Source: an optimization exercise on an open RTL-to-GDS flow (aim: small area, a short achievable clock period and few clock cycles). Production flows keep margins and buffers that such runs may drop. No run shown here included a check of the RTL's function; only the layout flow was run. No activity file was given, so power comes from the tool's default toggle rates.

==> flow/run.sh <==
#!/bin/bash
# synth_recipe.tcl (not shown) runs the flow's synth.tcl, then flattens the netlist and writes it again
# the make line also repeats each setting of config.mk as NAME=value (left out here)
make -C /OpenROAD-flow-scripts/flow DESIGN_CONFIG=/design/flow/config.mk WORK_HOME=/design/flow/orfs CLKGATE_MAP_FILE= SYNTH_SCRIPT=/design/flow/synth_recipe.tcl finish
==> flow/config.mk <==
export PLATFORM = sky130hd
export DESIGN_NAME = n_queens_backtrack_search
export DESIGN_NICKNAME = n_queens_backtrack_search
export VERILOG_FILES = /design/flow/design.v
export SDC_FILE = /design/flow/constraint.sdc
export NUM_CORES = 4
export LEC_CHECK = 0
export ABC_CLOCK_PERIOD_IN_PS = 4000
export CAP_MARGIN = 20
export CORE_MARGIN = 2
export CORE_UTILIZATION = 40
export SETUP_SLACK_MARGIN = 5
export SLEW_MARGIN = 20
==> flow/constraint.sdc <==
create_clock -name core_clock -period 10.0 [get_ports {clk}]
set_input_delay 2.0000 -clock core_clock [delete_from_list [all_inputs] [get_ports {clk}]]
set_output_delay 2.0000 -clock core_clock [all_outputs]
set_load 0.01 [all_outputs]
==> flow/design.v <==
package nqbs_pkg;
  localparam int DEF_MAX_QUEENS = 16;
  localparam int CFG_IDX_W  = 1;
  localparam int CFG_DATA_W = 32;
  localparam int BOARD_W    = 5;
  localparam int BUDGET_W   = 32;
  localparam logic [CFG_IDX_W-1:0] REG_BOARD_SIZE  = 1'd0;
  localparam logic [CFG_IDX_W-1:0] REG_STEP_BUDGET = 1'd1;
  localparam logic [BOARD_W-1:0]  BOARD_RST  = 5'd8;
  localparam logic [BUDGET_W-1:0] BUDGET_RST = 32'd1000000;
  localparam int IN_TDATA_W  = 8;
  localparam int OUT_TDATA_W = 16;
endpackage
import nqbs_pkg::*;
module n_queens_backtrack_search
#(
  parameter int MAX_QUEENS = DEF_MAX_QUEENS
) (
  input  logic                   clk,
  input  logic                   rst_n,
  input  logic                   cfg_valid,
  output logic                   cfg_ready,
  input  logic [CFG_IDX_W-1:0]   cfg_index,
  input  logic [CFG_DATA_W-1:0]  cfg_data,
  input  logic                   in_tvalid,
  output logic                   in_tready,
  input  logic [IN_TDATA_W-1:0]  in_tdata,    
  output logic                   out_tvalid,
  input  logic                   out_tready,
  output logic [OUT_TDATA_W-1:0] out_tdata,
  output logic                   out_tlast
);
  localparam int BW = 18;
  logic [4:0]    n_r;           
  logic [BW-1:0] budget_r;
  logic          idle_r, search_r, emit_r;
  logic [BW-7:0] hi_r;
  logic [7:0]    b_r;
  logic [3:0]    col_r;         
  logic [4:0]    rs_r;          
  logic [3:0]    stk_r [16];    
  logic [3:0]    best_r [16];   
  logic [4:0]    depth_r;
  logic [15:0]   cm_r;          
  logic [30:0]   ld_r;          
  logic [30:0]   rd_r;          
  logic          solved_r, ran_out_r;
  logic [3:0]    k_r;           
  assign cfg_ready  = 1'b1;
  assign in_tready  = idle_r;
  assign out_tvalid = emit_r;
  logic [3:0]  q, q2;
  logic [15:0] att_c, att_p, av_c, av_p;
  logic [15:0] oh_c, oh_p, oh_q, oh_q2;
  logic [15:0] pre_c, pre_p;
  logic [15:0] ge_rs, lt_n, gt_q, le_a, le_r;
  logic [3:0]  f_c, f_p;
  logic        any_c, any_p, ok_c, ok_p;
  logic        mv_adv, mv_repl, mv_dbl, mv_exh, borrow, ok, last_col, hi_nz;
  logic [7:0]  base_x, base_r, base_d, w_a, w_r, w_d, b_nx;
  logic [BW-7:0] hi_dec;
  assign q  = stk_r[0];
  assign q2 = stk_r[1];
  always_comb begin
    for (int j = 0; j < 16; j++) begin
      ge_rs[j] = (5'(j) >= rs_r);
      lt_n[j]  = (5'(j) <  n_r);
      gt_q[j]  = (4'(j) >  q);
      oh_q[j]  = (4'(j) == q);
      oh_q2[j] = (4'(j) == q2);
      att_c[j] = cm_r[j] | ld_r[j]     | rd_r[j + 15];
      att_p[j] = cm_r[j] | ld_r[j + 1] | rd_r[j + 14];
    end
  end
  assign av_c  = ~att_c & ge_rs & lt_n;
  assign av_p  = ~att_p & gt_q & lt_n;
  assign any_c = |av_c;
  assign any_p = |av_p;
  always_comb begin
    pre_c[0] = 1'b0;
    pre_p[0] = 1'b0;
    for (int j = 1; j < 16; j++) begin
      pre_c[j] = pre_c[j-1] | av_c[j-1];
      pre_p[j] = pre_p[j-1] | av_p[j-1];
    end
  end
  assign oh_c = av_c & ~pre_c;
  assign oh_p = av_p & ~pre_p;
  always_comb begin
    f_c = '0;
    f_p = '0;
    for (int j = 0; j < 16; j++) begin
      if (oh_c[j]) f_c = f_c | 4'(j);
      if (oh_p[j]) f_p = f_p | 4'(j);
    end
  end
  logic [15:0] att_n, av_n, dead, oh_2, pre_2, oh_a;
  logic [3:0]  f_2, f_a;
  logic        any_2, dskip, ok_2;
  always_comb begin
    for (int j = 0; j < 16; j++) begin
      att_n[j] = cm_r[j] | ((j > 0) ? ld_r[(j + 30) % 31] : 1'b0)
                        | ((j < 15) ? rd_r[(j + 16) % 31] : 1'b0);
    end
  end
  assign av_n = ~att_n & lt_n;
  always_comb begin
    for (int j = 0; j < 16; j++) begin
      dead[j] = ~|(av_n & ~16'((18'h7 << j) >> 1));
    end
  end
  always_comb begin
    pre_2[0] = 1'b0;
    for (int j = 1; j < 16; j++) pre_2[j] = pre_2[j-1] | (pre_c[j-1] & av_c[j-1]);
  end
  assign oh_2  = av_c & pre_c & ~pre_2;
  assign any_2 = |oh_2;
  always_comb begin
    f_2 = '0;
    for (int j = 0; j < 16; j++) if (oh_2[j]) f_2 = f_2 | 4'(j);
  end
  assign last_col = (5'(col_r) + 5'd1 == n_r);
  assign dskip    = (|(oh_c & dead)) && !last_col && (5'(col_r) < depth_r);
  assign oh_a     = dskip ? oh_2 : oh_c;
  assign f_a      = dskip ? f_2  : f_c;
  logic [7:0] bx1, base_x0, base_x1, base_r0, base_r1, base_d0, base_d1, w_2;
  logic [15:0] le_2, le_r0, le_r1;
  logic ok_p0, ok_p1;
  assign base_x0 = b_r - 8'(n_r);
  assign bx1     = base_x0 - 8'd1;
  assign base_x1 = bx1 - 8'(n_r);
  assign base_r0 = base_x0 + 8'(q);
  assign base_r1 = base_x1 + 8'(q);
  assign base_d0 = base_r0 - 8'(n_r);
  assign base_d1 = base_r1 - 8'(n_r);
  assign base_x  = dskip ? base_x1 : base_x0;
  assign base_r  = dskip ? base_r1 : base_r0;
  assign base_d  = dskip ? base_d1 : base_d0;
  always_comb begin
    for (int j = 0; j < 16; j++) begin
      le_a[j]  = !b_r[7]     && ((|b_r[6:4])     || (b_r[3:0]     >= 4'(j)));
      le_2[j]  = !bx1[7]     && ((|bx1[6:4])     || (bx1[3:0]     >= 4'(j)));
      le_r0[j] = !base_r0[7] && ((|base_r0[6:4]) || (base_r0[3:0] >= 4'(j)));
      le_r1[j] = !base_r1[7] && ((|base_r1[6:4]) || (base_r1[3:0] >= 4'(j)));
    end
  end
  assign ok_c  = |(av_c & le_a);
  assign ok_2  = |(oh_2 & le_2);
  assign ok_p0 = |(av_p & le_r0);
  assign ok_p1 = |(av_p & le_r1);
  assign ok_p  = dskip ? ok_p1 : ok_p0;
  assign mv_adv  = any_c && (!dskip || any_2);
  assign mv_repl = !mv_adv && (col_r != 4'd0) && any_p;
  assign mv_dbl  = !mv_adv && (col_r > 4'd1) && !any_p;
  assign mv_exh  = !mv_adv && ((col_r == 4'd0) || (col_r == 4'd1 && !any_p));
  always_comb begin
    if (mv_adv) borrow = dskip ? !ok_2 : !ok_c;
    else if (mv_repl) borrow = !ok_p;
    else if (col_r == 4'd0) borrow = base_x[7];
    else borrow = base_d[7];
  end
  assign hi_nz    = |hi_r;
  assign hi_dec   = hi_r - 1'b1;
  assign ok       = hi_nz | !borrow;
  assign w_a = b_r + {4'hf, ~f_c};
  assign w_2 = bx1 + {4'hf, ~f_2};
  assign w_r = base_r + {4'hf, ~f_p};
  assign w_d = {2'b00, base_d[5:0]} + 8'(q2);
  always_comb begin
    if (mv_adv) b_nx = dskip ? w_2 : w_a;
    else if (mv_repl) b_nx = w_r;
    else b_nx = w_d;
    if (borrow && !mv_dbl) b_nx[7:6] = 2'b00;
  end
  logic [30:0] ld_dbl, rd_dbl;
  assign ld_dbl = ld_r & ~(31'(oh_q) << 1) & ~(31'(oh_q2) << 2);
  assign rd_dbl = rd_r & ~(31'(oh_q) << 14) & ~(31'(oh_q2) << 13);
  logic take, stop;
  assign take = idle_r & in_tvalid & in_tdata[0];
  assign stop = !ok || (mv_adv && last_col) || mv_exh;
  always_ff @(posedge clk) begin
    if (!rst_n) begin
      n_r      <= 5'(BOARD_RST);
      budget_r <= (BUDGET_RST >= 32'(2**BW - 1)) ? '1 : BW'(BUDGET_RST);
      idle_r   <= 1'b1;
      search_r <= 1'b0;
      emit_r   <= 1'b0;
    end else begin
      if (cfg_valid) begin
        if (cfg_index == REG_BOARD_SIZE) begin
          if (cfg_data[4:0] == 5'd0) n_r <= 5'd1;
          else if (cfg_data[4:0] > 5'd16) n_r <= 5'd16;
          else n_r <= cfg_data[4:0];
        end else begin
          budget_r <= (|cfg_data[31:BW]) ? '1 : cfg_data[BW-1:0];
        end
      end
      if (idle_r) begin
        if (take) begin
          idle_r <= 1'b0;
          if (budget_r == '0 || n_r == 5'd1) emit_r <= 1'b1;
          else search_r <= 1'b1;
        end
      end else if (search_r) begin
        if (stop) begin
          search_r <= 1'b0;
          emit_r   <= 1'b1;
        end
      end else if (emit_r) begin
        if (out_tready && (5'(k_r) + 5'd1 == n_r)) begin
          emit_r <= 1'b0;
          idle_r <= 1'b1;
        end
      end
    end
  end
  always_ff @(posedge clk) begin
    if (idle_r) begin
      hi_r      <= budget_r[BW-1:6];
      b_r       <= {2'b00, budget_r[5:0]} - 8'd2;
      col_r     <= 4'd1;
      rs_r      <= 5'd0;
      stk_r[0]  <= 4'd0;
      best_r[0] <= 4'd0;
      depth_r   <= (budget_r == '0) ? 5'd0 : 5'd1;
      cm_r      <= 16'h0001;
      ld_r      <= 31'h0000_0002;
      rd_r      <= 31'h0000_4000;
      solved_r  <= (budget_r != '0) && (n_r == 5'd1);
      ran_out_r <= (budget_r == '0);
      k_r       <= 4'd0;
    end else if (search_r) begin
      b_r <= b_nx;
      if (borrow) hi_r <= hi_dec;
      if (mv_adv) begin
        stk_r[0] <= f_a;
        for (int i = 1; i < 16; i++) stk_r[i] <= stk_r[i-1];
        rs_r  <= 5'd0;
        col_r <= col_r + 4'd1;
        cm_r  <= cm_r | oh_a;
        ld_r  <= {ld_r[29:0] | {14'd0, oh_a}, 1'b0};
        rd_r  <= {1'b0, rd_r[30:1] | {oh_a, 14'd0}};
        if ((hi_nz || ok_c) && 5'(col_r) == depth_r) begin
          depth_r <= depth_r + 5'd1;
          best_r[0] <= f_c;
          for (int i = 1; i < 16; i++) best_r[i] <= stk_r[i-1];
        end
      end else if (mv_repl) begin
        stk_r[0] <= f_p;
        rs_r <= 5'd0;
        cm_r <= (cm_r & ~oh_q) | oh_p;
        ld_r <= (ld_r & ~{14'd0, oh_q, 1'b0}) | {14'd0, oh_p, 1'b0};
        rd_r <= (rd_r & ~{1'b0, oh_q, 14'd0}) | {1'b0, oh_p, 14'd0};
      end else if (mv_dbl) begin
        for (int i = 0; i < 14; i++) stk_r[i] <= stk_r[i+2];
        rs_r  <= 5'(q2) + 5'd1;
        col_r <= col_r - 4'd2;
        cm_r  <= cm_r & ~oh_q & ~oh_q2;
        ld_r  <= ld_dbl >> 2;
        rd_r  <= rd_dbl << 2;
      end
      if (stop) begin
        solved_r  <= ok && mv_adv && last_col;
        ran_out_r <= !ok;
      end
    end else if (emit_r) begin
      if (out_tready) k_r <= k_r + 4'd1;
    end
  end
  logic placed;
  assign placed    = (5'(k_r) < depth_r);
  assign out_tdata = {ran_out_r,
                      solved_r,
                      depth_r,
                      placed,
                      placed ? best_r[4'(depth_r) - 4'd1 - k_r] : 4'd0,
                      k_r};
  assign out_tlast = (5'(k_r) + 5'd1 == n_r);
endmodule
==> flow_summary.ini, run 1 <==
[status]
status = complete, no violations

[place]
gp_routability_congestion = 0.9836
buffer_ports.inserted = 57
place.detailed.hpwl_mm = 49.53

[timing]
setup_viol_count_final = 0
fin_worst_hold_slack_ns = 0.4694
finalCriticalPeriod_ns = 5.533
period_share = 0.5533
max_slew_headroom = 0.2390
fmax_mhz = 180.7
clock-skew-final_ns = 0.01006
timing.final.max_slew_violations = 0
finalSetupTns_ns = 0
final_number_of_hold_violating_endpoints = 0
setup_repair_after_global_routing_missed_its_margin = yes
worst-slew-pin-transition_ns = 1.139

[detailed_routing]
drt-vias-per-instance = 6.369
vias = 19520
avgRoutedWirePerCell_um = 23.92
route.antenna.remaining_nets = 0
route.final.wire_length_mm = 73.28
first_iter_violations = 1945
remaining_drc_errors = 0
detailed_router_iteration_count_before_antenna_repair = 6

[global_routing]
maximum_number_of_pins_on_one_net_before_global_route_repair = 76
grt_pass1_vias = 18340
groute.usage.overall = 0.2843
gr-total-overflow = 0
initial_antenna_violation_count = 0
grt_pass1_wl_mm = 110.5

[logic_synthesis]
post_synthesis_cell_area_mm2 = 0.01902
synth_async_sr_flop_share = 0
synth.ff_latch_count = 272
postSynth.topFlopCell = edfxtp_1
synth_fp_nets = 2448
synthesis.area_per_instance_um2 = 8.182
number_of_cells_produced_by_synthesis = 2325
synth_edf_count = 147
synth_cell_types = 99
synth_seq_area_share = 0.3636
synth.yosys.warnings = 3

[floorplanning]
fp.dieArea_mm2 = 0.04932
core-area_mm2 = 0.04675
initial_utilization = 0.4069
dieHeight_um = 222.1
floorplan_die_width_um = 222.1
rows = 79
io_pins = 66

[job]
maxCapViolCount = 0

[clocking]
ctsHoldBuffers = 0
max-clock-path-buffers = 3
cts_tree = built
worst_setup_hold_path_clk_slew_ns = 0.06
insertion_delay_of_the_later_clocked_pin_in_the_worst_skew_pair_ns = 0.59
cts_root_buf = clkbuf_16
number_of_sinks_handled_by_clock_tree_synthesis = 272
cts.htree.levels = 1
num_cts_buffers = 31

[power]
power_density_mw_per_mm2 = 154.9
peakVddDrop_uv = 140.6
comb_power_share = 0.344
seq_power_share = 0.336
internal-power_w = 0.002438
power.leakage_nw = 8.378
power_switching_share = 0.3336
p_clk_frac = 0.320
power.switching_w = 0.001221

[layout]
multi_input_area_mm2 = 0.01253
fillCellCount = 4349
final_common_cell = nand2_1
fraction_of_final_layout_cells_with_drive_strength_greater_than_1 = 0.1848
fin_nets = 2555
area_growth_pct = 24.14
area.sequential_mm2 = 0.006949
antennaDiodeCount = 0
layout_common_cells = 394 x nand2_1, 172 x nor2_1, 147 x edfxtp_1

[worst_setup_path]
arrival_ns = 6.01
cp_max_fo = 7
criticalPathCategory = reg -> reg
critPathLaunchType = flip-flop
reg2regPathDepth = 26
end_kind = flip-flop
worst_ep_required_time_ns = 10.48

[hold_path]
worst_hold_path.num_cells = 2
worstHoldPathType = reg -> reg
area by class of cell:
type	count	share of cell area
multi-input cells	1834	0.5307
flip-flops and latches	272	0.2943
repair buffers	223	0.08652
clock buffers	41	0.03571
well taps	607	0.03216
inverters	70	0.01219
clock inverters	17	0.008477
synth_stat cells (11+ instances only):
cell       number  area [um2]
a2111oi_0      15       131.4
a211oi_1       30       225.2
a21o_1         26       195.2
a21oi_1       164       820.8
a221oi_1       11       96.34
a311oi_1       35       306.5
a31oi_1        34       212.7
and2_1         18       112.6
buf_1          14       52.55
buf_2          13       65.06
clkbuf_1      117       439.2
dfxtp_1       125        2502
edfxtp_1      147        4414
ha_1           67       838.3
inv_1          70       262.8
mux2i_1        15       150.1
nand2_1       404        1516
nand2b_1       18       112.6
nand3_1       106       530.5
nand4_1        25       156.4
nor2_1        190       713.2
nor2b_1        18       112.6
nor3_1         55       275.3
nor4_1         24       150.1
o211ai_1       26       195.2
o21ai_0       135       675.7
o221ai_1       25       219.0
o22ai_1        31       193.9
o31ai_1        11       82.58
or3_1          17       106.4
or4_1          21       157.7
xnor2_1        59       516.8
xor2_1         26       227.7
final timing paths:
check | slack (ns) | endpoint | from
worst max-delay path | 4.47 | emit_r | b_r[0]
worst min-delay path | 0.47 | best_r[0][0] | best_r[0][0]
worst max register to register | 4.47 | emit_r | b_r[0]
worst min register to register | 0.47 | best_r[0][0] | best_r[0][0]
through the flow:
stage	worst slack [ns]	instance area (um2)	cells	power, W	utilization
6_report	4.467	23620	3064	0.003659	0.5051
5_1_grt	4.350	23620	3064	0.003800	0.5051
4_1_cts	4.593	22920	3026	0.003558	0.4901
3_5_place_dp	3.322	20380	2881	0.002172	0.4358
3_3_place_gp	3.385	20370	2881	0.002157	0.4357
2_1_floorplan	4.580	19350	2325	0.001889	-
power by group through the flow:
stage               clock [W]  sequential [W]  combinational [W]
floorplan                   0         0.00124           0.000652
global placement            0         0.00125           0.000902
detailed placement          0         0.00126           0.000916
CTS                   0.00119         0.00123            0.00115
global route          0.00123         0.00123            0.00134
finish                0.00117         0.00123            0.00126
logic make-up after synthesis:
kind of cell	count (synthesis)	synth area share
muxes	24	0.01348
adders and majority gates	80	0.05617
AOI/OAI and AO/OA	669	0.2379
buffers and inverters	223	0.04722
DFF	272	0.3636
other	1	0.0001971
xor gates and xnor gates	88	0.04269
and+or+nand+nor	968	0.2388
worst max-delay path: stages (launching register included):
cell and delay [ns]:
edfxtp_1 0.45, inv_4 0.09, ha_4 0.14, inv_2 0.04, fa_2 0.60, inv_4 0.06, ha_4 0.20, nor2_4 0.11
nand2b_4 0.16, inv_6 0.04, ha_4 0.28, o21a_1 0.12, o31a_1 0.19, a21oi_2 0.08, ha_4 0.30, inv_4 0.04
nor2_4 0.11, o21a_1 0.18, nor2_2 0.07, mux2_4 0.31, ha_4 0.25, a21o_4 0.21, nor3b_4 0.20, xnor3_1 0.26
a211o_4 0.42, a21bo_1 0.22, a221o_1 0.29
what timing repair did:
action / 4_1_cts / 5_1_grt
gates resized for setup: 219 / 76
setup buffers: 81 / 36
pin swaps: 73 / 40
setup endpoints to repair: 275 / 170
cloned: 6 / 2
sequential cells by signal, indices dropped and copies added, names as in the netlist, 8 cells and up:
| name | count |
|---|---|
| best_r | 64 |
| stk_r | 64 |
| ld_r | 31 |
| rd_r | 31 |
| budget_r | 18 |
| cm_r | 16 |
| hi_r | 12 |
| b_r | 8 |
metal layers:
metal,GRT usage,part of all wire,vias to the layer above
met1,0.3899,0.42,9402
met3,0.04121,0.090,213
li1,-,-,8871
met5,0,0,-
met4,0.1447,0.056,0
met2,0.4360,0.44,1029
==> inputs of run 2 (changes only) <==
--- a/flow/design.v
+++ b/flow/design.v
@@ -96,5 +96,4 @@
   end
-  logic [15:0] att_n, av_n, dead, oh_2, pre_2, oh_a;
-  logic [3:0]  f_2, f_a;
-  logic        any_2, dskip, ok_2;
+  logic [15:0] att_n, av_n, dead;
+  logic        two_c, dskip;
   always_comb begin
@@ -111,26 +110,18 @@
   end
-  always_comb begin
-    pre_2[0] = 1'b0;
-    for (int j = 1; j < 16; j++) pre_2[j] = pre_2[j-1] | (pre_c[j-1] & av_c[j-1]);
-  end
-  assign oh_2  = av_c & pre_c & ~pre_2;
-  assign any_2 = |oh_2;
-  always_comb begin
-    f_2 = '0;
-    for (int j = 0; j < 16; j++) if (oh_2[j]) f_2 = f_2 | 4'(j);
-  end
+  assign two_c    = |(av_c & pre_c);
   assign last_col = (5'(col_r) + 5'd1 == n_r);
-  assign dskip    = (|(oh_c & dead)) && !last_col && (5'(col_r) < depth_r);
-  assign oh_a     = dskip ? oh_2 : oh_c;
-  assign f_a      = dskip ? f_2  : f_c;
-  logic [7:0] bx1, base_x0, base_x1, base_r0, base_r1, base_d0, base_d1, w_2;
-  logic [15:0] le_2, le_r0, le_r1;
-  logic ok_p0, ok_p1;
-  assign base_x0 = b_r - 8'(n_r);
-  assign bx1     = base_x0 - 8'd1;
-  assign base_x1 = bx1 - 8'(n_r);
-  assign base_r0 = base_x0 + 8'(q);
-  assign base_r1 = base_x1 + 8'(q);
-  assign base_d0 = base_r0 - 8'(n_r);
-  assign base_d1 = base_r1 - 8'(n_r);
+  assign dskip    = !two_c && (|(av_c & dead)) && !last_col && (5'(col_r) < depth_r);
+  logic [7:0]  base_x0, base_x1, base_r0, base_r1, base_d0, base_d1;
+  logic [7:0]  w_d0, w_d1, n1, n2, n3;
+  logic [15:0] le_r0, le_r1;
+  logic        ok_p0, ok_p1;
+  assign n1 = 8'(n_r);
+  assign n2 = 8'({n_r, 1'b1});                  
+  assign n3 = 8'(n_r) + 8'({n_r, 1'b1});        
+  assign base_x0 = b_r - n1;
+  assign base_x1 = b_r - n2;
+  assign base_r0 = b_r + 8'(q) - n1;
+  assign base_r1 = b_r + 8'(q) - n2;
+  assign base_d0 = b_r + 8'(q) - 8'({n_r, 1'b0});
+  assign base_d1 = b_r + 8'(q) - n3;
   assign base_x  = dskip ? base_x1 : base_x0;
@@ -141,3 +132,2 @@
       le_a[j]  = !b_r[7]     && ((|b_r[6:4])     || (b_r[3:0]     >= 4'(j)));
-      le_2[j]  = !bx1[7]     && ((|bx1[6:4])     || (bx1[3:0]     >= 4'(j)));
       le_r0[j] = !base_r0[7] && ((|base_r0[6:4]) || (base_r0[3:0] >= 4'(j)));
@@ -147,3 +137,2 @@
   assign ok_c  = |(av_c & le_a);
-  assign ok_2  = |(oh_2 & le_2);
   assign ok_p0 = |(av_p & le_r0);
@@ -151,3 +140,3 @@
   assign ok_p  = dskip ? ok_p1 : ok_p0;
-  assign mv_adv  = any_c && (!dskip || any_2);
+  assign mv_adv  = any_c && !dskip;
   assign mv_repl = !mv_adv && (col_r != 4'd0) && any_p;
@@ -156,3 +145,3 @@
   always_comb begin
-    if (mv_adv) borrow = dskip ? !ok_2 : !ok_c;
+    if (mv_adv) borrow = !ok_c;
     else if (mv_repl) borrow = !ok_p;
@@ -164,8 +153,9 @@
   assign ok       = hi_nz | !borrow;
-  assign w_a = b_r + {4'hf, ~f_c};
-  assign w_2 = bx1 + {4'hf, ~f_2};
-  assign w_r = base_r + {4'hf, ~f_p};
-  assign w_d = {2'b00, base_d[5:0]} + 8'(q2);
-  always_comb begin
-    if (mv_adv) b_nx = dskip ? w_2 : w_a;
+  assign w_a  = b_r + {4'hf, ~f_c};
+  assign w_r  = base_r + {4'hf, ~f_p};
+  assign w_d0 = {2'b00, base_d0[5:0]} + 8'(q2);
+  assign w_d1 = {2'b00, base_d1[5:0]} + 8'(q2);
+  assign w_d  = dskip ? w_d1 : w_d0;
+  always_comb begin
+    if (mv_adv) b_nx = w_a;
     else if (mv_repl) b_nx = w_r;
@@ -223,4 +213,2 @@
       stk_r[0]  <= 4'd0;
-      best_r[0] <= 4'd0;
-      depth_r   <= (budget_r == '0) ? 5'd0 : 5'd1;
       cm_r      <= 16'h0001;
@@ -228,6 +216,3 @@
       rd_r      <= 31'h0000_4000;
-      solved_r  <= (budget_r != '0) && (n_r == 5'd1);
-      ran_out_r <= (budget_r == '0);
-      k_r       <= 4'd0;
-    end else if (search_r) begin
+    end else begin
       b_r <= b_nx;
@@ -235,3 +220,3 @@
       if (mv_adv) begin
-        stk_r[0] <= f_a;
+        stk_r[0] <= f_c;
         for (int i = 1; i < 16; i++) stk_r[i] <= stk_r[i-1];
@@ -239,10 +224,5 @@
         col_r <= col_r + 4'd1;
-        cm_r  <= cm_r | oh_a;
-        ld_r  <= {ld_r[29:0] | {14'd0, oh_a}, 1'b0};
-        rd_r  <= {1'b0, rd_r[30:1] | {oh_a, 14'd0}};
-        if ((hi_nz || ok_c) && 5'(col_r) == depth_r) begin
-          depth_r <= depth_r + 5'd1;
-          best_r[0] <= f_c;
-          for (int i = 1; i < 16; i++) best_r[i] <= stk_r[i-1];
-        end
+        cm_r  <= cm_r | oh_c;
+        ld_r  <= {ld_r[29:0] | {14'd0, oh_c}, 1'b0};
+        rd_r  <= {1'b0, rd_r[30:1] | {oh_c, 14'd0}};
       end else if (mv_repl) begin
@@ -253,3 +233,3 @@
         rd_r <= (rd_r & ~{1'b0, oh_q, 14'd0}) | {1'b0, oh_p, 14'd0};
-      end else if (mv_dbl) begin
+      end else begin
         for (int i = 0; i < 14; i++) stk_r[i] <= stk_r[i+2];
@@ -260,2 +240,17 @@
         rd_r  <= rd_dbl << 2;
+      end
+    end
+  end
+  always_ff @(posedge clk) begin
+    if (idle_r) begin
+      best_r[0] <= 4'd0;
+      depth_r   <= (budget_r == '0) ? 5'd0 : 5'd1;
+      solved_r  <= (budget_r != '0) && (n_r == 5'd1);
+      ran_out_r <= (budget_r == '0);
+      k_r       <= 4'd0;
+    end else if (search_r) begin
+      if (mv_adv && (hi_nz || ok_c) && 5'(col_r) == depth_r) begin
+        depth_r <= depth_r + 5'd1;
+        best_r[0] <= f_c;
+        for (int i = 1; i < 16; i++) best_r[i] <= stk_r[i-1];
       end
==> run 2 against run 1 <==
Effect of this change:
- design area is 9.6% lower
- synthesized cell count is 9.1% lower
- critical path depth is 16 lower
- power is 6.1% lower
- sequential power hardly changed
- die area is 6.5% lower
- clock power is 9% lower
- register-to-register slack better by 0.45 ns
- sequential share of layout area is 2.8 points higher
- area after synthesis is 6.6% lower
==> flow_summary.ini, run 2 <==
[timing]
final_number_of_hold_violating_endpoints = 0
setup_viol_count_final = 0
max_slew_headroom = 0.2747
clock-skew-final_ns = 0.02546
finalSetupTns_ns = 0
period_share = 0.5258
timing.final.max_slew_violations = 0
fmax_mhz = 190.2
setup_repair_after_global_routing_missed_its_margin = yes
worst-slew-pin-transition_ns = 1.088
finalCriticalPeriod_ns = 5.258

[logic_synthesis]
synth_cell_types = 99
synth.ff_latch_count = 272
synth_fp_nets = 2246
yosys-top-cells-area = edfxtp_1 23%, dfxtp_1 15%, nand2_1 8.6%, ha_1 5.3%, nor2_1 3.7%
number_of_cells_produced_by_synthesis = 2113
synth_edf_count = 139
synth_async_sr_flop_share = 0
synthesis.area_per_instance_um2 = 8.411
synth_most_common_cell = nand2_1
synth_seq_area_share = 0.3847
synth_common_cells = 405 x nand2_1, 174 x nor2_1, 139 x edfxtp_1, 133 x dfxtp_1, 109 x a21oi_1
postSynth.topFlopCell = edfxtp_1
netlist.area_leader.share = 0.2348
synth_largest_area_cell = edfxtp_1
post_synthesis_cell_area_mm2 = 0.01777
synth.yosys.warnings = 3

[floorplanning]
fp.dieArea_mm2 = 0.04613
io_pins = 66
dieHeight_um = 214.8
floorplan_die_width_um = 214.8
rows = 77
core-area_mm2 = 0.04403
initial_utilization = 0.4037

[clocking]
max-clock-path-buffers = 3
number_of_sinks_handled_by_clock_tree_synthesis = 272
cts.htree.levels = 1
insertion_delay_of_the_later_clocked_pin_in_the_worst_skew_pair_ns = 0.58
cts_root_buf = clkbuf_16
worst_setup_hold_path_clk_slew_ns = 0.06
ctsHoldBuffers = 0
num_cts_buffers = 31
cts_tree = built

[place]
gp_routability_congestion = 0.9690
placement.cell_area_mm2 = 0.01884
place.detailed.hpwl_mm = 43.40
buffer_ports.inserted = 57

[layout]
area_growth_pct = 20.15
post-route-util = 0.4850
layout_top_registers = best_r x64, stk_r x64, rd_r x31
layout.cell_area.non_filler_mm2 = 0.02135
layout_common_cells = 403 x nand2_1, 157 x nor2_1, 139 x edfxtp_1
final_common_cell = nand2_1
fraction_of_final_layout_cells_with_drive_strength_greater_than_1 = 0.1481
fin_nets = 2317
antennaDiodeCount = 0

[hold_path]
worstHoldPathType = reg -> reg

[status]
status = complete, no violations

[detailed_routing]
vias = 17270
avgRoutedWirePerCell_um = 22.96
drt-vias-per-instance = 6.168
remaining_drc_errors = 0
route.final.wire_length_mm = 64.28
route.antenna.remaining_nets = 0
first_iter_violations = 1886
detailed_router_iteration_count_before_antenna_repair = 6

[global_routing]
gr-total-overflow = 0
initial_antenna_violation_count = 0
maximum_number_of_pins_on_one_net_before_global_route_repair = 84
grt_pass1_wl_mm = 97.84
groute.usage.overall = 0.2676
grt_pass1_vias = 16220

[worst_setup_path]
reg2reg_setup_slack_ns = 4.92
arrival_ns = 3.26
worst_ep_required_time_ns = 8.00
end_kind = output pin
criticalPathCategory = reg -> out
critPathLaunchType = flip-flop
cp_max_fo = 9

[power]
peakVddDrop_uv = 137.4
power_density_mw_per_mm2 = 161.0
power.leakage_nw = 7.931

[job]
maxCapViolCount = 0
==> run 2: metrics by stage <==
step	setup WS, ns	hold slack, ns	instances	power (W)
after floorplan	5.002	0.4288	2113	0.001886
after global placement	3.657	0.4591	2658	0.002166
after detailed placement	3.585	0.4643	2658	0.002172
after CTS	4.788	0.4742	2770	0.003365
after global routing	4.703	0.4936	2800	0.003578
final	4.742	0.4775	2800	0.003438
==> run 2: cells by family (layout without fill, tap and decap cells) <==
logic type | after synthesis | after routing | share of synthesized area
AO/OA/AOI/OAI | 513 | 513 | 0.2014
XOR/XNOR | 71 | 72 | 0.03499
adder cells (fa/ha/maj) | 88 | 88 | 0.06688
buffers and inverters | 198 | 289 | 0.04717
flip-flops | 272 | 272 | 0.3847
multiplexers | 17 | 17 | 0.009715
other | 1 | 1 | 0.0002110
AND/OR/NAND/NOR | 953 | 956 | 0.2550
==> run 2: final cells by class <==
class,count,area (um2)
Clock buffer,39,805.8
Clock inverter,18,120.1
Fill cell,4277,22670
Inverter,70,289.0
Multi-Input combinational cell,1647,10930
Sequential cell,272,6878
Tap cell,592,740.7
Timing Repair Buffer,162,1594
==> run 2: critical path, stage by stage, from the launching register on <==
cell	delay, ns
edfxtp_1	0.42
ha_4	0.18
inv_4	0.04
fa_2	0.60
buf_12	0.14
mux2_2	0.34
a31oi_2	0.22
o221ai_2	0.13
a311oi_2	0.36
nor3_2	0.11
buf_2	0.16
==> run 2: worst paths after layout <==
kind | cells after the start | from | end
setup / recovery | 10 | depth_r[0] | out_tdata[6]
hold / removal | 0 | stk_r[13][1] | stk_r[14][1]
setup reg to reg | 23 | n_r[4] | solved_r
hold reg to reg | 0 | stk_r[13][1] | stk_r[14][1]
==> run 2: per-layer routing <==
| layer | vias to the layer above | routed length [um] | track usage |
|---|---|---|---|
| li1 | 7945 | - | - |
| met1 | 8356 | 28100 | 0.3742 |
| met2 | 804 | 28760 | 0.4221 |
| met3 | 166 | 4893 | 0.03468 |
| met4 | 0 | 2531 | 0.1005 |
| met5 | - | 0 | 0 |
==> run 2: timing repair <==
action,CTS,global route
endpoints found under the hold margin,0,0
pin swaps,42,28
setup endpoints to repair,272,166
gates cloned,7,2
resized for setup,136,75
setup buffers,48,28
==> run 2: report_power, final <==
part,switching [W],leakage (nW),internal [W]
Sequential,0.0000547,2.36,0.00121
Combinational,0.000667,5.11,0.000449
Clock,0.000464,0.454,0.000595
Total,0.00119,7.93,0.00225
==> inputs of run 3 (changes only) <==
--- a/flow/config.mk
+++ b/flow/config.mk
@@ -11,3 +11,3 @@
 export CORE_UTILIZATION = 40
-export SETUP_SLACK_MARGIN = 5
+export SETUP_SLACK_MARGIN = 4
 export SLEW_MARGIN = 20
==> run 3 against run 2 <==
Effect of this change:
- still clean
- sequential cell count unchanged
- critical path depth up 2
- non-clock buffer count down 60
- design area down 5.9%
- maximum frequency down 9.9%
- final cell count down 2.3%
==> flow_summary.ini, run 3 <==
[power]
peakVddDrop_uv = 119.1
power_density_mw_per_mm2 = 162.8
p_total_w = 0.003271
power.leakage_nw = 7.452

[hold_path]
worstHoldPathType = reg -> reg
worstHoldStart = rd_r[0]

[logic_synthesis]
synth_largest_area_cell = edfxtp_1
post_synthesis_cell_area_mm2 = 0.01777
number_of_cells_produced_by_synthesis = 2113
synth_cell_types = 99
synth.ff_latch_count = 272
synth_most_common_cell = nand2_1
synth_async_sr_flop_share = 0
synth.yosys.warnings = 3
netlist.area_leader.share = 0.2348
synth_seq_area_share = 0.3847
postSynth.topFlopCell = edfxtp_1
synth_fp_nets = 2246
synth_common_cells = 405 x nand2_1, 174 x nor2_1, 139 x edfxtp_1, 133 x dfxtp_1, 109 x a21oi_1
synthesis.area_per_instance_um2 = 8.411
synth_edf_count = 139
yosys-top-cells-area = edfxtp_1 23%, dfxtp_1 15%, nand2_1 8.6%, ha_1 5.3%, nor2_1 3.7%

[timing]
max_slew_headroom = 0.2198
fmax_mhz = 171.4
worst-slew-pin-transition_ns = 1.158
final_number_of_hold_violating_endpoints = 0
clock-skew-final_ns = 0.05508
period_share = 0.5836
fin_worst_hold_slack_ns = 0.4723
setup_viol_count_final = 0
finalSetupTns_ns = 0
finalCriticalPeriod_ns = 5.836
setup_repair_after_global_routing_missed_its_margin = yes
timing.final.max_slew_violations = 0
final_critical_path_setup_slack_ns = 4.164

[worst_setup_path]
end_kind = output pin
cp_max_fo = 29
worst_ep_required_time_ns = 8.00
path_cells = inv_1, ha_2, inv_1, fa_1, buf_6, nor2_1, a22o_1, a221oi_1, o22ai_1, a221oi_1, nor3_1, clkdlybuf4s50_1
criticalPathCategory = reg -> out
critical_path.max_stage_delay_ns = 0.51
reg2reg_from = n_r[2]
critPathLaunchType = flip-flop
reg2reg_setup_slack_ns = 4.24
timing.critical_path.slowest_stage_cell = clkdlybuf4s50_1
startpoint = k_r[0]
arrival_ns = 3.84

[clocking]
ctsHoldBuffers = 0
number_of_sinks_handled_by_clock_tree_synthesis = 272
cts_tree = built
insertion_delay_of_the_later_clocked_pin_in_the_worst_skew_pair_ns = 0.61
worst_setup_hold_path_clk_slew_ns = 0.06
max-clock-path-buffers = 3
num_cts_buffers = 30
cts.htree.levels = 1
cts_root_buf = clkbuf_16

[layout]
antennaDiodeCount = 0
post-route-util = 0.4563
area_growth_pct = 13.04
layout_top_registers = best_r x64, stk_r x64, rd_r x31
layout_common_cells = 404 x nand2_1, 170 x nor2_1, 139 x edfxtp_1
fraction_of_final_layout_cells_with_drive_strength_greater_than_1 = 0.07603
final_common_cell = nand2_1
fillCellCount = 4386
fin_nets = 2253

[floorplanning]
rows = 77
initial_utilization = 0.4037
dieHeight_um = 214.8
core-area_mm2 = 0.04403
floorplan_die_width_um = 214.8
io_pins = 66
fp.dieArea_mm2 = 0.04613

[detailed_routing]
first_iter_violations = 1710
route.final.wire_length_mm = 59.63
vias = 16540
route.antenna.remaining_nets = 0
remaining_drc_errors = 0
detailed_router_iteration_count_before_antenna_repair = 8
avgRoutedWirePerCell_um = 21.80
drt-vias-per-instance = 6.046

[global_routing]
grt_pass1_wl_mm = 92.32
grt_pass1_vias = 15540
groute.usage.overall = 0.2512
initial_antenna_violation_count = 1
maximum_number_of_pins_on_one_net_before_global_route_repair = 89
gr-total-overflow = 0

[place]
place.detailed.hpwl_mm = 43.04
detailedPlace.worstSlack_ns = 1.970
gp_routability_congestion = 0.9442
buffer_ports.inserted = 57

[status]
status = complete, no violations

[job]
maxCapViolCount = 0
==> run 3: cell types whose count changed in the layout (fill, tap and decap cells not counted), moves of 9 or more <==
cell and change:
buf_4 -39, buf_12 -11, a21oi_1 +9, nor2_1 +13, dfxtp_1 +14, nor3_1 +9, o21ai_0 +11
==> run 3: kinds of logic (layout without fill, tap and decap cells) <==
logic type	after synthesis	in the layout	share of synthesized area
AOI/OAI and AO/OA	513	513	0.2014
buffers and inverters	198	228	0.04717
adders and majority gates	88	88	0.06688
other	1	1	0.0002110
muxes	17	17	0.009715
and+or+nand+nor	953	954	0.2550
DFF	272	272	0.3847
xor gates and xnor gates	71	71	0.03499
==> run 3: area by class of cell <==
cell class                 count  area, um2  area share
sequential                   272       6845      0.3407
timing repair buffer         102      927.1     0.04615
multi-input combinational   1644      10350      0.5154
clock inverter                 6      58.81    0.002927
inverter                      70      270.3     0.01345
tap                          592      740.7     0.03687
clock buffer                  50      894.6     0.04453
==> run 3: metrics by stage <==
stage	area, um2	instances
3_5_place_dp	18780	2662
3_3_place_gp	18780	2662
6_report	20090	2736
5_1_grt	20090	2736
2_1_floorplan	17780	2113
4_1_cts	19900	2724
==> run 3: critical path: cells and delay by family (launching register included) <==
family,cells,cell delay (ns)
buf+inv,4,0.91
compound gates,4,0.98
flops,1,0.38
simple gates,2,0.26
fa+ha+maj,2,0.67
==> run 3: worst paths after layout <==
path | cells past startpoint | to
hold reg to reg | 2 | rd_r[2]
setup reg to reg | 20 | b_r[5]
setup / recovery | 12 | out_tdata[5]
hold / removal | 2 | rd_r[2]
==> run 3: metal layers <==
metal / up-vias / global-route usage / share of wire
met5: - / 0 / 0.00013
li1: 7774 / - / -
met2: 621 / 0.3982 / 0.45
met1: 8046 / 0.3572 / 0.46
met4: 2 / 0.07986 / 0.029
met3: 98 / 0.02972 / 0.063
==> run 3: timing repair <==
| action | CTS | global route |
|---|---|---|
| endpoints found under the setup margin | 262 | 83 |
| setup buffers | 6 | 11 |
| pin swaps | 5 | 7 |
| resized for setup | 22 | 20 |
| cloned | 0 | 1 |
==> run 3: power breakdown <==
part | internal (W) | switching [W] | total (W)
sequential | 0.00121 | 0.0000498 | 0.00126
clock | 0.000610 | 0.000457 | 0.00107
combinational | 0.000352 | 0.000593 | 0.000944
==> inputs of run 4 (changes only) <==
--- a/flow/design.v
+++ b/flow/design.v
@@ -39,3 +39,5 @@
   logic [3:0]    col_r;         
-  logic [4:0]    rs_r;          
+  logic [15:0]   ltn_r;         
+  logic [15:0]   win_r;         
+  logic [15:0]   pwin_r;        
   logic [3:0]    stk_r [16];    
@@ -55,3 +57,4 @@
   logic [15:0] pre_c, pre_p;
-  logic [15:0] ge_rs, lt_n, gt_q, le_a, le_r;
+  logic [15:0] gt_q2, gt_q3, le_a, le_r;
+  logic [3:0]  q3;
   logic [3:0]  f_c, f_p;
@@ -63,7 +66,7 @@
   assign q2 = stk_r[1];
-  always_comb begin
-    for (int j = 0; j < 16; j++) begin
-      ge_rs[j] = (5'(j) >= rs_r);
-      lt_n[j]  = (5'(j) <  n_r);
-      gt_q[j]  = (4'(j) >  q);
+  assign q3 = stk_r[2];
+  always_comb begin
+    for (int j = 0; j < 16; j++) begin
+      gt_q2[j] = (4'(j) >  q2);
+      gt_q3[j] = (4'(j) >  q3);
       oh_q[j]  = (4'(j) == q);
@@ -74,4 +77,4 @@
   end
-  assign av_c  = ~att_c & ge_rs & lt_n;
-  assign av_p  = ~att_p & gt_q & lt_n;
+  assign av_c  = ~att_c & win_r;
+  assign av_p  = ~att_p & pwin_r;
   assign any_c = |av_c;
@@ -104,3 +107,3 @@
   end
-  assign av_n = ~att_n & lt_n;
+  assign av_n = ~att_n & ltn_r;
   always_comb begin
@@ -173,2 +176,3 @@
       n_r      <= 5'(BOARD_RST);
+      ltn_r    <= 16'((32'd1 << BOARD_RST) - 32'd1);
       budget_r <= (BUDGET_RST >= 32'(2**BW - 1)) ? '1 : BW'(BUDGET_RST);
@@ -180,5 +184,12 @@
         if (cfg_index == REG_BOARD_SIZE) begin
-          if (cfg_data[4:0] == 5'd0) n_r <= 5'd1;
-          else if (cfg_data[4:0] > 5'd16) n_r <= 5'd16;
-          else n_r <= cfg_data[4:0];
+          if (cfg_data[4:0] == 5'd0) begin
+            n_r <= 5'd1;
+            ltn_r <= 16'h0001;
+          end else if (cfg_data[4:0] > 5'd16) begin
+            n_r <= 5'd16;
+            ltn_r <= 16'hffff;
+          end else begin
+            n_r <= cfg_data[4:0];
+            ltn_r <= 16'((32'd1 << cfg_data[4:0]) - 32'd1);
+          end
         end else begin
@@ -211,3 +222,4 @@
       col_r     <= 4'd1;
-      rs_r      <= 5'd0;
+      win_r     <= ltn_r;
+      pwin_r    <= ltn_r & 16'hfffe;
       stk_r[0]  <= 4'd0;
@@ -222,3 +234,4 @@
         for (int i = 1; i < 16; i++) stk_r[i] <= stk_r[i-1];
-        rs_r  <= 5'd0;
+        win_r  <= ltn_r;
+        pwin_r <= ltn_r & pre_c;
         col_r <= col_r + 4'd1;
@@ -229,3 +242,4 @@
         stk_r[0] <= f_p;
-        rs_r <= 5'd0;
+        win_r  <= ltn_r;
+        pwin_r <= ltn_r & pre_p;
         cm_r <= (cm_r & ~oh_q) | oh_p;
@@ -235,3 +249,4 @@
         for (int i = 0; i < 14; i++) stk_r[i] <= stk_r[i+2];
-        rs_r  <= 5'(q2) + 5'd1;
+        win_r  <= ltn_r & gt_q2;
+        pwin_r <= ltn_r & gt_q3;
         col_r <= col_r - 4'd2;
--- a/flow/config.mk
+++ b/flow/config.mk
@@ -11,3 +11,3 @@
 export CORE_UTILIZATION = 40
-export SETUP_SLACK_MARGIN = 4
+export SETUP_SLACK_MARGIN = 5
 export SLEW_MARGIN = 20
==> run 4 against run 3 <==
Effect of this change:
- highest routed layer is now met4
- count of clock-buffer cells in the layout shrank 1
- sequential power rose by 15%
- register-to-register slack gained 0.79 ns
- area after synthesis grew 8.6%
- hold slack got worse by 0.0053 ns
- sequential cell count is 42 higher
- clock skew shrank 0.030 ns
- worst setup slack gained 0.70 ns
- critical path type unchanged
- first-iteration DRC count rose by 18%
- still clean on timing, DRC and antenna
- combinational power shrank 0.6%
- synthesized cell count up 5.9%
- critical path depth decreased by 2
==> flow_summary.ini, run 4 <==
[global_routing]
groute.usage.overall = 0.2589
initial_antenna_violation_count = 0
maximum_number_of_pins_on_one_net_before_global_route_repair = 151
grt_pass1_wl_mm = 100.9
gr-total-overflow = 0
grt_pass1_vias = 16880

[logic_synthesis]
postSynth.topFlopCell = dfxtp_1
number_of_cells_produced_by_synthesis = 2238
synth.yosys.warnings = 3
synth_fp_nets = 2363
synth_largest_area_cell = edfxtp_1
netlist.area_leader.share = 0.2162
post_synthesis_cell_area_mm2 = 0.01931
synth_common_cells = 400 x nand2_1, 190 x nor2_1, 175 x dfxtp_1, 139 x edfxtp_1, 117 x a21oi_1
synth_edf_count = 139
synthesis.area_per_instance_um2 = 8.627
synth_async_sr_flop_share = 0
synth_cell_types = 100
synth_seq_area_share = 0.3976
synth_most_common_cell = nand2_1
synth.ff_latch_count = 314
yosys-top-cells-area = edfxtp_1 22%, dfxtp_1 18%, nand2_1 7.8%, ha_1 4.3%, nor2_1 3.7%

[clocking]
cts_tree = built
cts_root_buf = clkbuf_16
cts.htree.levels = 2
max-clock-path-buffers = 3
insertion_delay_of_the_later_clocked_pin_in_the_worst_skew_pair_ns = 0.55
worst_setup_hold_path_clk_slew_ns = 0.06
num_cts_buffers = 37
number_of_sinks_handled_by_clock_tree_synthesis = 314

[detailed_routing]
avgRoutedWirePerCell_um = 22.70
metal3_wl_mm = 4.801
vias = 17810
detailed_router_iteration_count_before_antenna_repair = 6
drt-vias-per-instance = 6.139
top_signal_layer_used = met4
first_iter_violations = 2021
met2RoutedLength_mm = 29.72
drt-met1-wl_mm = 28.83
remaining_drc_errors = 0
route.antenna.remaining_nets = 0
route.final.wire_length_mm = 65.84

[timing]
finalCriticalPeriod_ns = 5.132
setup_viol_count_final = 0
setup_repair_after_global_routing_missed_its_margin = yes
clock-skew-final_ns = 0.02503
period_share = 0.5132
finalSetupTns_ns = 0
final_number_of_hold_violating_endpoints = 0
timing.final.max_slew_violations = 0
max_slew_headroom = 0.2724
fmax_mhz = 194.9
worst-slew-pin-transition_ns = 1.076

[status]
status = complete, no violations

[job]
maxCapViolCount = 0

[power]
power_density_mw_per_mm2 = 168.7
power.leakage_nw = 8.044
peakVddDrop_uv = 98.90

[layout]
antennaDiodeCount = 0
layout_top_registers = best_r x64, stk_r x64
layout_common_cells = 399 x nand2_1, 187 x nor2_1, 160 x dfxtp_1
final_common_cell = nand2_1
area_growth_pct = 16.21
layout.cell_area.non_filler_mm2 = 0.02244
fraction_of_final_layout_cells_with_drive_strength_greater_than_1 = 0.1308
fin_nets = 2382

[floorplanning]
floorplan_die_width_um = 223.7
dieHeight_um = 223.7
rows = 80
io_pins = 66
core-area_mm2 = 0.04765
initial_utilization = 0.4052
fp.dieArea_mm2 = 0.05004

[place]
gp_routability_congestion = 0.9724
place.detailed.hpwl_mm = 45.60
placement.cell_area_mm2 = 0.02027
buffer_ports.inserted = 57

[worst_setup_path]
criticalPathCategory = reg -> out
worst_ep_required_time_ns = 8.00
cp_max_fo = 5
critPathLaunchType = flip-flop
arrival_ns = 3.13
end_kind = output pin

[hold_path]
worstHoldPathType = reg -> reg
==> run 4: changes by cell type in the layout (fill, tap and decap cells not counted), moves of 11 or more <==
cell | previous run | this run
buf_4 | 40 | 57
nor4b_2 | 0 | 14
or3_1 | 24 | 11
o21a_1 | 8 | 23
inv_1 | 68 | 56
a211oi_1 | 23 | 34
nor4b_1 | 2 | 29
dfxtp_1 | 130 | 160
nand4_1 | 40 | 11
or4b_2 | 0 | 19
nor2_1 | 170 | 187
a31oi_1 | 17 | 35
ha_1 | 72 | 61
nor3_1 | 86 | 72
==> run 4: critical path, stage by stage, from the launching register on <==
cell	delay, ns
edfxtp_1	0.39
ha_2	0.20
inv_2	0.04
fa_2	0.56
buf_12	0.14
mux4_2	0.48
mux2i_1	0.16
a21oi_1	0.10
a311oi_2	0.29
nor3_1	0.08
buf_2	0.15
==> run 4: what timing repair did <==
item | 4_1_cts | 5_1_grt
setup endpoints to repair | 53 | 33
hold buffers | 0 | 0
buffers inserted | 26 | 9
resized for setup | 88 | 67
pin swaps | 20 | 23
cloned | 3 | 0
==> run 4: stage by stage <==
stage | power, W | setup WS, ns | util | cells | hold slack, ns
floorplan | 0.002014 | 5.020 | - | 2238 | 0.4244
global placement | 0.002270 | 3.983 | 0.4252 | 2795 | 0.4546
detailed placement | 0.002283 | 3.864 | 0.4255 | 2795 | 0.4624
CTS | 0.003763 | 4.791 | 0.4635 | 2892 | 0.4748
global route | 0.003942 | 4.742 | 0.4709 | 2901 | 0.4813
finish | 0.003785 | 4.868 | 0.4709 | 2901 | 0.4670
==> run 4: cell families after synthesis <==
group / share of synthesized area
AOI/OAI and AO/OA: 0.2071
xor gates and xnor gates: 0.03493
adders and majority gates: 0.05690
buffers and inverters: 0.04873
DFF: 0.3976
muxes: 0.01912
other: 0.0001942
and+or+nand+nor: 0.2354
==> run 4: routing by layer <==
| layer | GRT usage | vias up |
|---|---|---|
| li1 | - | 8287 |
| met1 | 0.3494 | 8677 |
| met2 | 0.4095 | 703 |
| met3 | 0.04748 | 142 |
| met4 | 0.1062 | 0 |
| met5 | 0 | - |
==> run 4: report_power, final <==
group          internal [W]  switching (W)  leakage (nW)
registers           0.00139      0.0000597          2.71
clock network      0.000843       0.000557         0.605
logic              0.000386       0.000552          4.73
==> run 4: final timing paths <==
path | startpoint | endpoint | slack (ns) | cells after the start
worst max-delay path | depth_r[0] | out_tdata[6] | 4.87 | 10
worst min-delay path | ld_r[30] | ld_r[30] | 0.47 | 2
worst max register to register | rd_r[18] | b_r[5] | 5.03 | 21
worst min register to register | ld_r[30] | ld_r[30] | 0.47 | 2
==> run 4: layout make-up <==
type,instances,area (um2)
Inverter,63,236.5
Clock buffer,49,1045
Sequential cell,314,7706
Fill cell,4563,25210
Clock inverter,19,206.4
Timing Repair Buffer,129,1229
Multi-Input combinational cell,1712,11240
Tap cell,615,769.5

separate check: timing with driven ports:
The results above use ideal ports. As a check the final layouts listed here were re-extracted and re-timed, cells and wires unchanged. Step 1: set_driving_cell puts a clkbuf_16 on clk and a buf_2 on each other input, an assumption about the parent block. Step 2 times the ports against the registers' clock, not the clock port: input delays grow and output delays shrink by t, the midpoint of the rising clock arrivals with the driver on. Three values: ideal ports, drivers, drivers and shift; two values: the first two.
run	t (ns)	setup slack, ns	latest minus earliest clock arrival (ns)
run 1	0.642	4.467 / 4.467 / 4.467	0.010 / 0.010
run 2	0.619	4.742 / 4.690 / 4.924	0.025 / 0.026
run 3	0.637	4.164 / 4.108 / 4.243	0.055 / 0.055
run 4	0.597	4.868 / 4.813 / 4.960	0.025 / 0.025
After both steps setup and hold are still met in every run listed.
